Context: an optimization exercise on an open-source flow, tuned for small area and a short achievable clock period. The choices shown serve that exercise and are no tape-out recipe. RTL that was checked went through simulation tests only; none was proved equivalent to the original.

main:
Design note_sequencer, start of the top module:
module note_sequencer #(
  parameter int DEPTH     = 64,
  parameter int DUR_W     = 16,
  parameter int TICK_DIV  = 16,
  parameter int DEB_TICKS = 10
) (
  input  logic                         clk,
  input  logic                         rst_n,
  input  logic [4:0]                   key_code,
  input  logic                         rec_n,
  input  logic                         play_n,
  input  logic                         stop_n,
  output logic [4:0]                   note_out,
  output logic [1:0]                   state_out,
  output logic                         full,
  output logic [$clog2(DEPTH+1)-1:0]   evt_count
);
Size in the first run: ~2300 cells after synthesis, roughly 25 I/O pins, ~37000 µm² of cells after synthesis.
export LEC_CHECK = 0
export CAP_MARGIN = 20
export CORE_MARGIN = 2
export CORE_UTILIZATION = 60
export CTS_CLUSTER_DIAMETER = 80
export CTS_CLUSTER_SIZE = 30
export SETUP_SLACK_MARGIN = 2.75
export SLEW_MARGIN = 20
create_clock -name core_clock -period 5.0 [get_ports {clk}]
run.sh (not shown) runs the stock make flow with config.mk's settings and CLKGATE_MAP_FILE= SYNTH_SCRIPT=/design/flow/synth_recipe.tcl, a recipe that flattens the netlist after the stock synthesis.
### main -> the feature branch
--- a/flow/design.v
+++ b/flow/design.v
@@ -31,13 +31,13 @@
   logic [TW-1:0]     tick_cnt;
   logic              tick, tick_nx;
   logic [4:0]        cand, stable;
   logic [DBW-1:0]    deb_cnt, deb_next;
   logic              chg;
   logic [4:0]        note_n;                 
-  logic [DUR_W-1:0]  dur, dur_plus, dur_step, dur_nx;
+  logic [DUR_W-1:0]  dur, dur_plus, dur_m, dur_step, dur_nx;
   logic              dnz, dmax, d1;          
   logic [AW-1:0]     addr;
   logic [CW-1:0]     addr_inc;
   logic              pload;
   logic [EW-1:0]     wr_data, pdata;
   logic              wr_en, wr_ring, sat, rec_close, full_hit, last, pdone, idle_rec, play_go;
@@ -106,16 +106,14 @@
       end
     end
   end
   always_ff @(posedge clk)
     chg <= tick && deb_next >= DBW'(DEB_TICKS) && key_s2 != stable;
   always_comb begin
-    if (state == S_PLAY)   
-      dur_step = {dur[0] ^ dur[14] ^ dur[13] ^ dur[11], dur[15:1]};
-    else                   
-      dur_step = {dur[14:0], dur[15] ^ dur[13] ^ dur[12] ^ dur[10]};
+    dur_m     = {DUR_W{state == S_PLAY}};
+    dur_step  = dur_m ^ ((dur ^ dur_m) + 1'b1);
     dur_plus  = dur;
     sat       = dmax;
     rec_close = (state == S_REC) && (chg || sat || stop_p);
     wr_en     = rec_close && dnz;
     wr_ring   = wr_en && (evt_count[AW-1:1] != '0);
     wr_data   = {note_out, dur_plus};
@@ -126,13 +124,13 @@
     last      = (addr_inc == evt_count);
     pdone     = (state == S_PLAY) && !pload && tick && d1;
     pdata     = nxt;
     d_clr     = ((state == S_IDLE) && idle_rec) || ((state == S_REC) && rec_close);
     d_ld      = (state == S_PLAY) && pload && !stop_p;
     d_step    = (tick_nx && state == S_REC) || (tick && state == S_PLAY && !pload);
-    dur_nx    = d_clr ? (tick_nx ? 16'h0002 : 16'h0001) : d_ld ? pdata[DUR_W-1:0] : d_step ? dur_step : dur;
+    dur_nx    = d_clr ? DUR_W'(tick_nx) : d_ld ? pdata[DUR_W-1:0] : d_step ? dur_step : dur;
   end
   always_comb begin
     ph_nx    = (ph   == 6'(RL-1)) ? 6'd0 : ph   + 6'd1;
     ph_pv    = (ph   == 6'd0) ? 6'(RL-1) : ph - 6'd1;
     npos_nx1 = (npos == 6'(RL-1)) ? 6'd0 : npos + 6'd1;
     npos_nx2 = (npos == 6'(RL-2)) ? 6'd0 : (npos == 6'(RL-1)) ? 6'd1 : npos + 6'd2;
@@ -240,15 +238,15 @@
     end
   end
   assign note_out = ~note_n;
   always_ff @(posedge clk) begin
     dur  <= dur_nx;
     dnz  <= tick_nx || (!d_clr && dnz);
-    dmax <= tick_nx && !d_clr && (dur == 16'h8000);
-    d1   <= !d_clr && (d_ld ? (pdata[DUR_W-1:0] == 16'h0002) :
-                       d_step ? (dur == 16'h0004) : d1);
+    dmax <= tick_nx && !d_clr && (dur == {{(DUR_W-1){1'b1}}, 1'b0});
+    d1   <= !d_clr && (d_ld ? (pdata[DUR_W-1:0] == DUR_W'(1)) :
+                       d_step ? (dur == DUR_W'(2)) : d1);
     case (state)
       S_IDLE: begin
         if (!idle_rec && play_go) begin
           addr  <= '0;
           pload <= 1'b1;
         end
==> comparison <==
Most crowded layer after global routing: met1 -> the feature branch, met2 -> main. main → the feature branch: detail-routed via count per cell up 1.4%; total placed instance area neither gained nor lost much. Re maximum number of pins on one net before global-route repair: no difference whatsoever between main and the feature branch. The feature branch vs main, post-route clock period utilization went up by 0.23 points. Clock-buffer cell count (higher): main.
No functional check of the RTL was part of the feature branch.

what the ideal ports hide:
No port has a modelled driver above. Below, the same layouts with a new extraction and two added sets of constraints.
Step 1 assumes that a clkbuf_16 drives the clock port and a buf_2 every other input.
Step 2 also shifts input and output timing later by t, the mid clock arrival at the registers, as if the neighbouring blocks saw the same clock.
Slacks: no drivers / after step 1 / after step 2; pairs: no drivers / after step 1.
| run | t (ns) | setup WS [ns] | worst data-port slew with drivers (ns) |
|---|---|---|---|
| main | 0.701 | 2.721 / 2.658 / 2.825 | 0.03 |
| the feature branch | 0.709 | 2.710 / 2.660 / 2.710 | 0.03 |
After both steps every run listed still meets setup and hold.
